This is an optimization exercise on Yosys and OpenROAD, whose aim is small area, not a production implementation. Only simulation tests tie the RTL to the original design; equivalence was not proved.

==> job 752 <==
Design rv_core_top, start of the top module:
module rv_core_top (
  input  logic        clk,
  input  logic        rst,
  input  logic [31:0] insn_from_imem,
  output logic [31:0] pc_to_imem,
  output logic        halt,
  output logic [31:0] trace_completed_pc,
  output logic [31:0] trace_completed_insn,
  output logic        trace_rd_we,
  output logic [4:0]  trace_rd,
  output logic [31:0] trace_rd_data
);
==> module rv_pc_unit, before the edit <==
module rv_pc_unit (
  input  logic [31:1] pc,
  input  logic [31:1] imm,
  input  logic [31:1] jalr_target,
  input  logic        take_imm,
  input  logic        take_jalr,
  input  logic        rst,
  output logic [31:1] pc_plus4,
  output logic [31:1] pc_imm,
  output logic [31:1] pc_next
);
  logic [31:2] c;
  assign c[2] = 1'b1;
  for (genvar i = 2; i < 31; i++) begin : g_inc
    assign c[i+1] = c[i] & pc[i];
  end
  assign pc_plus4 = {pc[31:2] ^ c[31:2], pc[1]};
  logic unused_cout;
  logic [31:1] unused_p, unused_g;
  rv_add31 u_add (.a(pc), .b(imm), .cin(1'b0), .sum(pc_imm), .cout(unused_cout), .p(unused_p), .g(unused_g));
  logic s_jalr, s_imm, s_seq;
  assign s_jalr = take_jalr & ~rst;
  assign s_imm  = take_imm & ~take_jalr & ~rst;
  assign s_seq  = ~take_imm & ~take_jalr & ~rst;
  assign pc_next = ({31{s_jalr}} & jalr_target) | ({31{s_imm}} & pc_imm) | ({31{s_seq}} & pc_plus4);
endmodule
clock: 12.0 ns
lec_check: 0
cap_margin: 20
core_margin: 2
core_utilization: 40
setup_slack_margin: 0.3
slew_margin: 20
synth_hierarchical: 1
standard.sh (not shown) runs the stock make flow with config.mk's settings and CLKGATE_MAP_FILE= SYNTH_SCRIPT=/design/flow/synth_recipe.tcl, a recipe that flattens the netlist after the stock synthesis.
==> flow/flow/run.sh <==
#!/bin/bash
set -euo pipefail
export BUFFER_PORTS_ARGS="-buffer_cell sky130_fd_sc_hd__buf_1"
export CTS_ARGS="-sink_clustering_enable -repair_clock_nets -dont_use_dummy_load -buf_list sky130_fd_sc_hd__clkbuf_4 -sink_clustering_size 8 -sink_clustering_max_diameter 50"
export RECOVER_POWER=100
bash standard.sh > flow_make.log 2>&1
==> job 3723: changes against job 752 <==
--- a/flow/design.v
+++ b/flow/design.v
@@ -514,3 +514,7 @@
   assign s_seq  = ~take_imm & ~take_jalr & ~rst;
-  assign pc_next = ({31{s_jalr}} & jalr_target) | ({31{s_imm}} & pc_imm) | ({31{s_seq}} & pc_plus4);
+  for (genvar k = 1; k < 32; k++) begin : g_next
+    logic n;
+    rv_aoi222 u_aoi (.a({s_jalr, s_imm, s_seq}), .b({jalr_target[k], pc_imm[k], pc_plus4[k]}), .y(n));
+    rv_c_inv u_inv (.a(n), .y(pc_next[k]));
+  end
 endmodule
==> flow/run.sh (new file) <==
#!/bin/bash
# synth_recipe.tcl (not shown) runs the flow's synth.tcl, then flattens the netlist and writes it again
# the make line also repeats each setting of config.mk as NAME=value (left out here)
make -C /OpenROAD-flow-scripts/flow DESIGN_CONFIG=/design/flow/config.mk WORK_HOME=/design/flow/orfs CLKGATE_MAP_FILE= SYNTH_SCRIPT=/design/flow/synth_recipe.tcl finish
--- a/flow/config.mk
+++ b/flow/config.mk
@@ -10,3 +10,6 @@
 export CORE_UTILIZATION = 40
-export SETUP_SLACK_MARGIN = 0.3
+export CTS_BUF_LIST = sky130_fd_sc_hd__clkbuf_4
+export CTS_CLUSTER_DIAMETER = 50
+export CTS_CLUSTER_SIZE = 9
+export SETUP_SLACK_MARGIN = 0.1
 export SLEW_MARGIN = 20
removed: flow/flow/run.sh
removed: flow/standard.sh
==> job 9883: changes against job 752 <==
--- a/flow/design.v
+++ b/flow/design.v
@@ -514,3 +514,7 @@
   assign s_seq  = ~take_imm & ~take_jalr & ~rst;
-  assign pc_next = ({31{s_jalr}} & jalr_target) | ({31{s_imm}} & pc_imm) | ({31{s_seq}} & pc_plus4);
+  for (genvar k = 1; k < 32; k++) begin : g_next
+    logic n;
+    rv_aoi222 u_aoi (.a({s_jalr, s_imm, s_seq}), .b({jalr_target[k], pc_imm[k], pc_plus4[k]}), .y(n));
+    rv_c_inv u_inv (.a(n), .y(pc_next[k]));
+  end
 endmodule
==> flow/flow/run.sh (replaced) <==
#!/bin/bash
set -euo pipefail
export BUFFER_PORTS_ARGS="-buffer_cell sky130_fd_sc_hd__buf_1"
export CTS_ARGS="-sink_clustering_enable -repair_clock_nets -dont_use_dummy_load -buf_list sky130_fd_sc_hd__clkbuf_4 -sink_clustering_size 9 -sink_clustering_max_diameter 50"
bash standard.sh > flow_make.log 2>&1
--- a/flow/config.mk
+++ b/flow/config.mk
@@ -10,3 +10,3 @@
 export CORE_UTILIZATION = 40
-export SETUP_SLACK_MARGIN = 0.3
+export SETUP_SLACK_MARGIN = 0.1
 export SLEW_MARGIN = 20
==> summary of the runs <==
Job 9883 completed with no timing, DRC or antenna violations. Job 752 finished but fails on capacitance limit, slew limit. Job 3723 finished with timing, DRC and antenna clean.
The lowest wire length belongs to job 752, the highest to job 3723.
In job 752 the core utilization is lower than in job 3723, by 2.0 points.
Register-to-register slack, lowest first: job 752, job 9883, job 3723.
Fmax: job 3723 < job 752 < job 9883.
The highest setup slack belongs to job 9883, the lowest to job 3723.
The highest global-route usage belongs to job 3723, the lowest to job 752.
Against job 3723, the final area of job 752 is smaller by 3.1%.
First-iteration DRC count is about the same in job 752 and job 9883.

port drivers added, routing unchanged:
The flow's constraints put no driver on any port. The routed layouts listed below were extracted and timed again, unchanged, in two steps.
Step 1 assumes that a clkbuf_16 drives the clock port and a buf_2 every other input.
Step 2, shift: input delay + t, output delay - t, t = (earliest + latest rising clock arrival at the registers) / 2. This alone moves slack from input paths to output paths.
Three values: ideal ports, drivers, drivers and shift; two values: the first two.
| run | t, ns | setup WS [ns] | clock arrival spread, ns |
|---|---|---|---|
| job 752 | 1.120 | 0.251 / 0.131 / 0.131 | 0.196 / 0.196 |
| job 3723 | 1.160 | 0.185 / 0.120 / 0.120 | 0.127 / 0.127 |
| job 9883 | 1.128 | 0.323 / 0.244 / 0.244 | 0.133 / 0.132 |
The setup slack of job 752, which loses most, moves by -0.120 ns with the drivers and by -0.120 ns with both steps.
